This is an optimization exercise on Yosys and OpenROAD, whose aim is a short achievable clock period and few clock cycles per item, not a production implementation. Function was checked by simulation only, so behaviour that the tests miss may differ from the original. Power figures rest on the tool's default switching activity, not on a simulated workload.

==> run F <==
Design pipe_divider, start of the top module:
module pipe_divider (
    input  logic        clk,
    input  logic        rst,
    input  logic        in_valid,
    output logic        in_ready,
    input  logic [31:0] dividend,
    input  logic [31:0] divisor,
    output logic        out_valid,
    input  logic        out_ready,
    output logic [31:0] quotient,
    output logic [31:0] remainder,
    output logic        div_by_zero
);
make LEC_CHECK=0 ABC_CLOCK_PERIOD_IN_PS=4000 CAP_MARGIN=20 CORE_MARGIN=2 CORE_UTILIZATION=40 GPL_ROUTABILITY_DRIVEN=1 GPL_TIMING_DRIVEN=1 SETUP_SLACK_MARGIN=5 SLEW_MARGIN=20 TNS_END_PERCENT=100 finish   # period 8.0 ns
run.sh (not shown) runs the stock make flow with config.mk's settings and CLKGATE_MAP_FILE= SYNTH_SCRIPT=/design/flow/synth_recipe.tcl, a recipe that flattens the netlist after the stock synthesis.
==> inputs of run K, as changes to run F <==
--- a/flow/design.v
+++ b/flow/design.v
@@ -20,42 +20,57 @@
     logic              dz;
     logic [31:0]       q;          
     logic [31:0]       qm;         
     logic [31:0]       qo;         
     logic [2:0]        cnt;        
     logic signed [36:0] my1;    
     logic signed [36:0] my2;    
+    assign my2 = {my1[35:0], !qneg};
     logic signed [36:0] my3;    
     logic signed [36:0] my4;    
+    assign my4 = {my2[35:0], !qneg};
     logic signed [36:0] my5;    
     logic signed [36:0] my6;    
+    assign my6 = {my3[35:0], !qneg};
     logic signed [36:0] my7;    
     logic signed [36:0] my8;    
+    assign my8 = {my4[35:0], !qneg};
     logic signed [36:0] my9;    
     logic signed [36:0] my10;    
+    assign my10 = {my5[35:0], !qneg};
     logic signed [36:0] my11;    
     logic signed [36:0] my12;    
+    assign my12 = {my6[35:0], !qneg};
     logic signed [36:0] my13;    
     logic signed [36:0] my14;    
+    assign my14 = {my7[35:0], !qneg};
     logic signed [36:0] my15;    
     logic signed [36:0] my16;    
+    assign my16 = {my8[35:0], !qneg};
     logic signed [36:0] my17;    
     logic signed [36:0] my18;    
+    assign my18 = {my9[35:0], !qneg};
     logic signed [36:0] my19;    
     logic signed [36:0] my20;    
+    assign my20 = {my10[35:0], !qneg};
     logic signed [36:0] my21;    
     logic signed [36:0] my22;    
+    assign my22 = {my11[35:0], !qneg};
     logic signed [36:0] my23;    
     logic signed [36:0] my24;    
+    assign my24 = {my12[35:0], !qneg};
     logic signed [36:0] my25;    
     logic signed [36:0] my26;    
+    assign my26 = {my13[35:0], !qneg};
     logic signed [36:0] my27;    
     logic signed [36:0] my28;    
+    assign my28 = {my14[35:0], !qneg};
     logic signed [36:0] my29;    
     logic signed [36:0] my30;    
+    assign my30 = {my15[35:0], !qneg};
     logic signed [36:0] my31;    
     logic acc;
     assign in_ready    = !iter && (!ov || out_ready);
     assign acc         = in_valid && in_ready;
     assign out_valid   = ov;
     assign quotient    = qo;
     assign remainder   = pr[31:0] + {31'd0, sa};
@@ -188,114 +203,76 @@
                    | ({3{nsel5}} & 3'd4)
                    | ({3{nsel6}} & 3'd5)
                    | ({3{nsel7}} & 3'd6);
     logic signed [36:0] dx;
     assign dx = {{5{divisor[31]}}, divisor};
     logic signed [36:0] md1;
     assign md1 = dx;
-    logic signed [36:0] md2;
-    assign md2 = (dx <<< 1);
     logic signed [36:0] md3;
     assign md3 = (dx <<< 2) - dx;
-    logic signed [36:0] md4;
-    assign md4 = (dx <<< 2);
     logic signed [36:0] md5;
     assign md5 = dx + (dx <<< 2);
-    logic signed [36:0] md6;
-    assign md6 = (dx <<< 3) - (dx <<< 1);
     logic signed [36:0] md7;
     assign md7 = (dx <<< 3) - dx;
-    logic signed [36:0] md8;
-    assign md8 = (dx <<< 3);
     logic signed [36:0] md9;
     assign md9 = dx + (dx <<< 3);
-    logic signed [36:0] md10;
-    assign md10 = (dx <<< 1) + (dx <<< 3);
     logic signed [36:0] md11;
     logic signed [36:0] md11_s, md11_m, md11_c;
     assign md11_s = dx ^ (dx <<< 1) ^ (dx <<< 3);
     assign md11_m = (dx & (dx <<< 1)) | (dx & (dx <<< 3)) | ((dx <<< 1) & (dx <<< 3));
     assign md11_c = {md11_m[35:0], 1'b0};
     assign md11 = md11_s + md11_c;
-    logic signed [36:0] md12;
-    assign md12 = (dx <<< 4) - (dx <<< 2);
     logic signed [36:0] md13;
     logic signed [36:0] md13_s, md13_m, md13_c;
     assign md13_s = dx ^ (dx <<< 2) ^ (dx <<< 3);
     assign md13_m = (dx & (dx <<< 2)) | (dx & (dx <<< 3)) | ((dx <<< 2) & (dx <<< 3));
     assign md13_c = {md13_m[35:0], 1'b0};
     assign md13 = md13_s + md13_c;
-    logic signed [36:0] md14;
-    assign md14 = (dx <<< 4) - (dx <<< 1);
     logic signed [36:0] md15;
     assign md15 = (dx <<< 4) - dx;
-    logic signed [36:0] md16;
-    assign md16 = (dx <<< 4);
     logic signed [36:0] md17;
     assign md17 = dx + (dx <<< 4);
-    logic signed [36:0] md18;
-    assign md18 = (dx <<< 1) + (dx <<< 4);
     logic signed [36:0] md19;
     logic signed [36:0] md19_s, md19_m, md19_c;
     assign md19_s = dx ^ (dx <<< 1) ^ (dx <<< 4);
     assign md19_m = (dx & (dx <<< 1)) | (dx & (dx <<< 4)) | ((dx <<< 1) & (dx <<< 4));
     assign md19_c = {md19_m[35:0], 1'b0};
     assign md19 = md19_s + md19_c;
-    logic signed [36:0] md20;
-    assign md20 = (dx <<< 2) + (dx <<< 4);
     logic signed [36:0] md21;
     logic signed [36:0] md21_s, md21_m, md21_c;
     assign md21_s = dx ^ (dx <<< 2) ^ (dx <<< 4);
     assign md21_m = (dx & (dx <<< 2)) | (dx & (dx <<< 4)) | ((dx <<< 2) & (dx <<< 4));
     assign md21_c = {md21_m[35:0], 1'b0};
     assign md21 = md21_s + md21_c;
-    logic signed [36:0] md22;
-    logic signed [36:0] md22_s, md22_m, md22_c;
-    assign md22_s = (dx <<< 1) ^ (dx <<< 2) ^ (dx <<< 4);
-    assign md22_m = ((dx <<< 1) & (dx <<< 2)) | ((dx <<< 1) & (dx <<< 4)) | ((dx <<< 2) & (dx <<< 4));
-    assign md22_c = {md22_m[35:0], 1'b0};
-    assign md22 = md22_s + md22_c;
     logic signed [36:0] md23;
     logic signed [36:0] md23_s, md23_m, md23_c;
     assign md23_s = ~dx ^ ~(dx <<< 3) ^ (dx <<< 5);
     assign md23_m = (~dx & ~(dx <<< 3)) | (~dx & (dx <<< 5)) | (~(dx <<< 3) & (dx <<< 5));
     assign md23_c = {md23_m[35:0], 1'b1};
     logic [37:0] md23_w; assign md23_w = {md23_s, 1'b1} + {md23_c, 1'b1};
     assign md23 = md23_w[37:1];
-    logic signed [36:0] md24;
-    assign md24 = (dx <<< 5) - (dx <<< 3);
     logic signed [36:0] md25;
     logic signed [36:0] md25_s, md25_m, md25_c;
     assign md25_s = dx ^ (dx <<< 3) ^ (dx <<< 4);
     assign md25_m = (dx & (dx <<< 3)) | (dx & (dx <<< 4)) | ((dx <<< 3) & (dx <<< 4));
     assign md25_c = {md25_m[35:0], 1'b0};
     assign md25 = md25_s + md25_c;
-    logic signed [36:0] md26;
-    logic signed [36:0] md26_s, md26_m, md26_c;
-    assign md26_s = (dx <<< 1) ^ (dx <<< 3) ^ (dx <<< 4);
-    assign md26_m = ((dx <<< 1) & (dx <<< 3)) | ((dx <<< 1) & (dx <<< 4)) | ((dx <<< 3) & (dx <<< 4));
-    assign md26_c = {md26_m[35:0], 1'b0};
-    assign md26 = md26_s + md26_c;
     logic signed [36:0] md27;
     logic signed [36:0] md27_s, md27_m, md27_c;
     assign md27_s = ~dx ^ ~(dx <<< 2) ^ (dx <<< 5);
     assign md27_m = (~dx & ~(dx <<< 2)) | (~dx & (dx <<< 5)) | (~(dx <<< 2) & (dx <<< 5));
     assign md27_c = {md27_m[35:0], 1'b1};
     logic [37:0] md27_w; assign md27_w = {md27_s, 1'b1} + {md27_c, 1'b1};
     assign md27 = md27_w[37:1];
-    logic signed [36:0] md28;
-    assign md28 = (dx <<< 5) - (dx <<< 2);
     logic signed [36:0] md29;
     logic signed [36:0] md29_s, md29_m, md29_c;
     assign md29_s = dx ^ ~(dx <<< 2) ^ (dx <<< 5);
     assign md29_m = (dx & ~(dx <<< 2)) | (dx & (dx <<< 5)) | (~(dx <<< 2) & (dx <<< 5));
     assign md29_c = {md29_m[35:0], 1'b1};
     assign md29 = md29_s + md29_c;
-    logic signed [36:0] md30;
-    assign md30 = (dx <<< 5) - (dx <<< 1);
     logic signed [36:0] md31;
     assign md31 = (dx <<< 5) - dx;
     logic signed [38:0] pin;    
     assign pin = {pr[32], pr, as_q[34:30]};
     logic [32:1] p;             
     assign p[32] = 1'b0;
     logic signed [38:0] mx1, s1;
@@ -451,15 +428,15 @@
     logic dsel26; assign dsel26 = p[26] && !p[27];
     logic dsel27; assign dsel27 = p[27] && !p[28];
     logic dsel28; assign dsel28 = p[28] && !p[29];
     logic dsel29; assign dsel29 = p[29] && !p[30];
     logic dsel30; assign dsel30 = p[30] && !p[31];
     logic dsel31; assign dsel31 = p[31] && !p[32];
     logic [32:0] pr_it;
-    logic [4:0] dig;
+    logic [4:0] dig, digm1, dign;    
     assign pr_it = ({33{dsel0}} & pin[32:0])
                  | ({33{dsel1}} & s1[32:0])
                  | ({33{dsel2}} & s2[32:0])
                  | ({33{dsel3}} & s3[32:0])
                  | ({33{dsel4}} & s4[32:0])
                  | ({33{dsel5}} & s5[32:0])
                  | ({33{dsel6}} & s6[32:0])
@@ -490,17 +467,28 @@
                  | ({33{dsel31}} & s31[32:0])
                  ;
     assign dig[0] = dsel1 | dsel3 | dsel5 | dsel7 | dsel9 | dsel11 | dsel13 | dsel15 | dsel17 | dsel19 | dsel21 | dsel23 | dsel25 | dsel27 | dsel29 | dsel31;
     assign dig[1] = dsel2 | dsel3 | dsel6 | dsel7 | dsel10 | dsel11 | dsel14 | dsel15 | dsel18 | dsel19 | dsel22 | dsel23 | dsel26 | dsel27 | dsel30 | dsel31;
     assign dig[2] = dsel4 | dsel5 | dsel6 | dsel7 | dsel12 | dsel13 | dsel14 | dsel15 | dsel20 | dsel21 | dsel22 | dsel23 | dsel28 | dsel29 | dsel30 | dsel31;
     assign dig[3] = dsel8 | dsel9 | dsel10 | dsel11 | dsel12 | dsel13 | dsel14 | dsel15 | dsel24 | dsel25 | dsel26 | dsel27 | dsel28 | dsel29 | dsel30 | dsel31;
     assign dig[4] = dsel16 | dsel17 | dsel18 | dsel19 | dsel20 | dsel21 | dsel22 | dsel23 | dsel24 | dsel25 | dsel26 | dsel27 | dsel28 | dsel29 | dsel30 | dsel31;
-    logic [31:0] q_it, qm_it;
+    assign digm1[0] = dsel0 | dsel2 | dsel4 | dsel6 | dsel8 | dsel10 | dsel12 | dsel14 | dsel16 | dsel18 | dsel20 | dsel22 | dsel24 | dsel26 | dsel28 | dsel30;
+    assign digm1[1] = dsel0 | dsel3 | dsel4 | dsel7 | dsel8 | dsel11 | dsel12 | dsel15 | dsel16 | dsel19 | dsel20 | dsel23 | dsel24 | dsel27 | dsel28 | dsel31;
+    assign digm1[2] = dsel0 | dsel5 | dsel6 | dsel7 | dsel8 | dsel13 | dsel14 | dsel15 | dsel16 | dsel21 | dsel22 | dsel23 | dsel24 | dsel29 | dsel30 | dsel31;
+    assign digm1[3] = dsel0 | dsel9 | dsel10 | dsel11 | dsel12 | dsel13 | dsel14 | dsel15 | dsel16 | dsel25 | dsel26 | dsel27 | dsel28 | dsel29 | dsel30 | dsel31;
+    assign digm1[4] = dsel0 | dsel17 | dsel18 | dsel19 | dsel20 | dsel21 | dsel22 | dsel23 | dsel24 | dsel25 | dsel26 | dsel27 | dsel28 | dsel29 | dsel30 | dsel31;
+    assign dign[0] = dsel1 | dsel3 | dsel5 | dsel7 | dsel9 | dsel11 | dsel13 | dsel15 | dsel17 | dsel19 | dsel21 | dsel23 | dsel25 | dsel27 | dsel29 | dsel31;
+    assign dign[1] = dsel1 | dsel2 | dsel5 | dsel6 | dsel9 | dsel10 | dsel13 | dsel14 | dsel17 | dsel18 | dsel21 | dsel22 | dsel25 | dsel26 | dsel29 | dsel30;
+    assign dign[2] = dsel1 | dsel2 | dsel3 | dsel4 | dsel9 | dsel10 | dsel11 | dsel12 | dsel17 | dsel18 | dsel19 | dsel20 | dsel25 | dsel26 | dsel27 | dsel28;
+    assign dign[3] = dsel1 | dsel2 | dsel3 | dsel4 | dsel5 | dsel6 | dsel7 | dsel8 | dsel17 | dsel18 | dsel19 | dsel20 | dsel21 | dsel22 | dsel23 | dsel24;
+    assign dign[4] = dsel1 | dsel2 | dsel3 | dsel4 | dsel5 | dsel6 | dsel7 | dsel8 | dsel9 | dsel10 | dsel11 | dsel12 | dsel13 | dsel14 | dsel15 | dsel16;
+    logic [31:0] q_it, qm_it, qo_it;
     assign q_it  = {q[26:0], dig};
-    assign qm_it = dsel0 ? {qm[26:0], {5{1'b1}}} : {q[26:0], dig - 5'd1};
+    assign qm_it = {dsel0 ? qm[26:0] : q[26:0], digm1};
+    assign qo_it = qneg ? {dsel0 ? ~qm[26:0] : ~q[26:0], dign} : q_it;    
     always_ff @(posedge clk or posedge rst)
         if (rst) begin
             ov   <= 1'b0;
             iter <= 1'b0;
         end else begin
             if (acc) begin
                 ov   <= nsel0;
@@ -513,55 +501,38 @@
             end else if (out_ready) begin
                 ov <= 1'b0;
             end
         end
     always_ff @(posedge clk)
         if (acc) begin
             pr   <= pr_acc;
-            as_q <= as_acc;
-            cnt  <= cnt_acc;
             sa   <= a_s;
             qneg <= a_qneg;
             dz   <= a_dz;
-            q    <= 32'd0;
-            qm   <= 32'hFFFF_FFFF;
             qo   <= a_dz ? 32'hFFFF_FFFF : 32'd0;
             my1 <= md1 ^ {37{!a_qneg}};
-            my2 <= md2 ^ {37{!a_qneg}};
             my3 <= md3 ^ {37{!a_qneg}};
-            my4 <= md4 ^ {37{!a_qneg}};
             my5 <= md5 ^ {37{!a_qneg}};
-            my6 <= md6 ^ {37{!a_qneg}};
             my7 <= md7 ^ {37{!a_qneg}};
-            my8 <= md8 ^ {37{!a_qneg}};
             my9 <= md9 ^ {37{!a_qneg}};
-            my10 <= md10 ^ {37{!a_qneg}};
             my11 <= md11 ^ {37{!a_qneg}};
-            my12 <= md12 ^ {37{!a_qneg}};
             my13 <= md13 ^ {37{!a_qneg}};
-            my14 <= md14 ^ {37{!a_qneg}};
             my15 <= md15 ^ {37{!a_qneg}};
-            my16 <= md16 ^ {37{!a_qneg}};
             my17 <= md17 ^ {37{!a_qneg}};
-            my18 <= md18 ^ {37{!a_qneg}};
             my19 <= md19 ^ {37{!a_qneg}};
-            my20 <= md20 ^ {37{!a_qneg}};
             my21 <= md21 ^ {37{!a_qneg}};
-            my22 <= md22 ^ {37{!a_qneg}};
             my23 <= md23 ^ {37{!a_qneg}};
-            my24 <= md24 ^ {37{!a_qneg}};
             my25 <= md25 ^ {37{!a_qneg}};
-            my26 <= md26 ^ {37{!a_qneg}};
             my27 <= md27 ^ {37{!a_qneg}};
-            my28 <= md28 ^ {37{!a_qneg}};
             my29 <= md29 ^ {37{!a_qneg}};
-            my30 <= md30 ^ {37{!a_qneg}};
             my31 <= md31 ^ {37{!a_qneg}};
         end else if (iter) begin
             pr   <= pr_it;
-            as_q <= as_q << 5;
-            cnt  <= cnt - 3'd1;
-            q    <= q_it;
-            qm   <= qm_it;
-            qo   <= qneg ? ~qm_it : q_it;
+            qo   <= qo_it;
         end
+    always_ff @(posedge clk) begin
+        as_q <= acc ? as_acc : as_q << 5;
+        cnt  <= acc ? cnt_acc : cnt - 3'd1;
+        q    <= acc ? 32'd0 : q_it;
+        qm   <= acc ? 32'hFFFF_FFFF : qm_it;
+    end
 endmodule
- CELL_PAD_IN_SITES_DETAIL_PLACEMENT: not set -> 1
- CELL_PAD_IN_SITES_GLOBAL_PLACEMENT: not set -> 1
- CORE_UTILIZATION: 40 -> 35
==> summary.md <==
| Metric | Value |
|---|---|
| Status | `no timing/DRC/antenna violations` |
| Seq power | `0.00709 W` |
| Peak VDD IR | `0.3124 mV` |
| Setup bufs post-CTS | `around 880` |
| Clock Latency Late Sink | `0.83 ns` |
| Slew @ Worst Pin | `1.359 ns` |
| Period utilization | `71.07%` |
| Hold Path Sink | `q[24]$_SDFFE_PP0P_` |
| P_comb | `0.0546 W` |
| TAP cells | `3,958` |
| Seq/total area | `12.26%` |
| Fmax achieved | `0.1759 GHz` |
Source of the figures above: run F

==> summary.md <==
| Metric | Value |
|---|---|
| Status | `failed layout checks` |
| SO Faults | `max-capacitance violations, max-slew violations` |
| Setup bufs post-CTS | `1,038` |
| Max_cap viols | `3` |
| TAP cells | `4,557` |
| Period utilization | `78.91%` |
| Seq power | `0.00665 W` |
| Hold Path Sink | `as_q[30]$_DFF_P_` |
| Peak VDD IR | `0.3472 mV` |
| Fin. max-slew vios | `7` |
| PortBufs | `134` |
| Slew @ Worst Pin | `between 2 and 2.5 ns` |
| P_comb | `0.0615 W` |
| Fmax achieved | `0.1584 GHz` |
| Seq/total area | `11.42%` |
Source of the figures above: run K

Testbench counts of run F, summed over its fixed seeds: cycles 4,147, items 1,600.
Testbench counts of run K, summed over its fixed seeds: cycles 4,147, items 1,600.

## port drivers added, routing unchanged
In the flow no input, the clock included, has a driving cell. The finished layouts below were timed again as built, in two steps. Step 1 assumes that a clkbuf_16 drives the clock port and a buf_2 every other input. Step 2 adds t to the input delays and takes it off the output delays; t is the mean of the earliest and latest rising clock arrival at the registers after step 1. Input paths then give back, and output paths get back, about the clock's delay inside the block. Slacks: ideal ports / drivers / drivers and shift; pairs: ideal ports / drivers.
| run | t, ns | setup slack, ns | worst setup path after step 2 | latest minus earliest clock arrival (ns) |
|---|---|---|---|---|
| run F | 0.867 | 2.314 / 2.314 / 1.587 | input to register | 0.103 / 0.103 |
| run K | 1.028 | 1.687 / 1.687 / 1.132 | input to register | 0.101 / 0.101 |
The setup slack of run F, which loses most, moves by 0.000 ns with the drivers and by -0.727 ns with both steps.
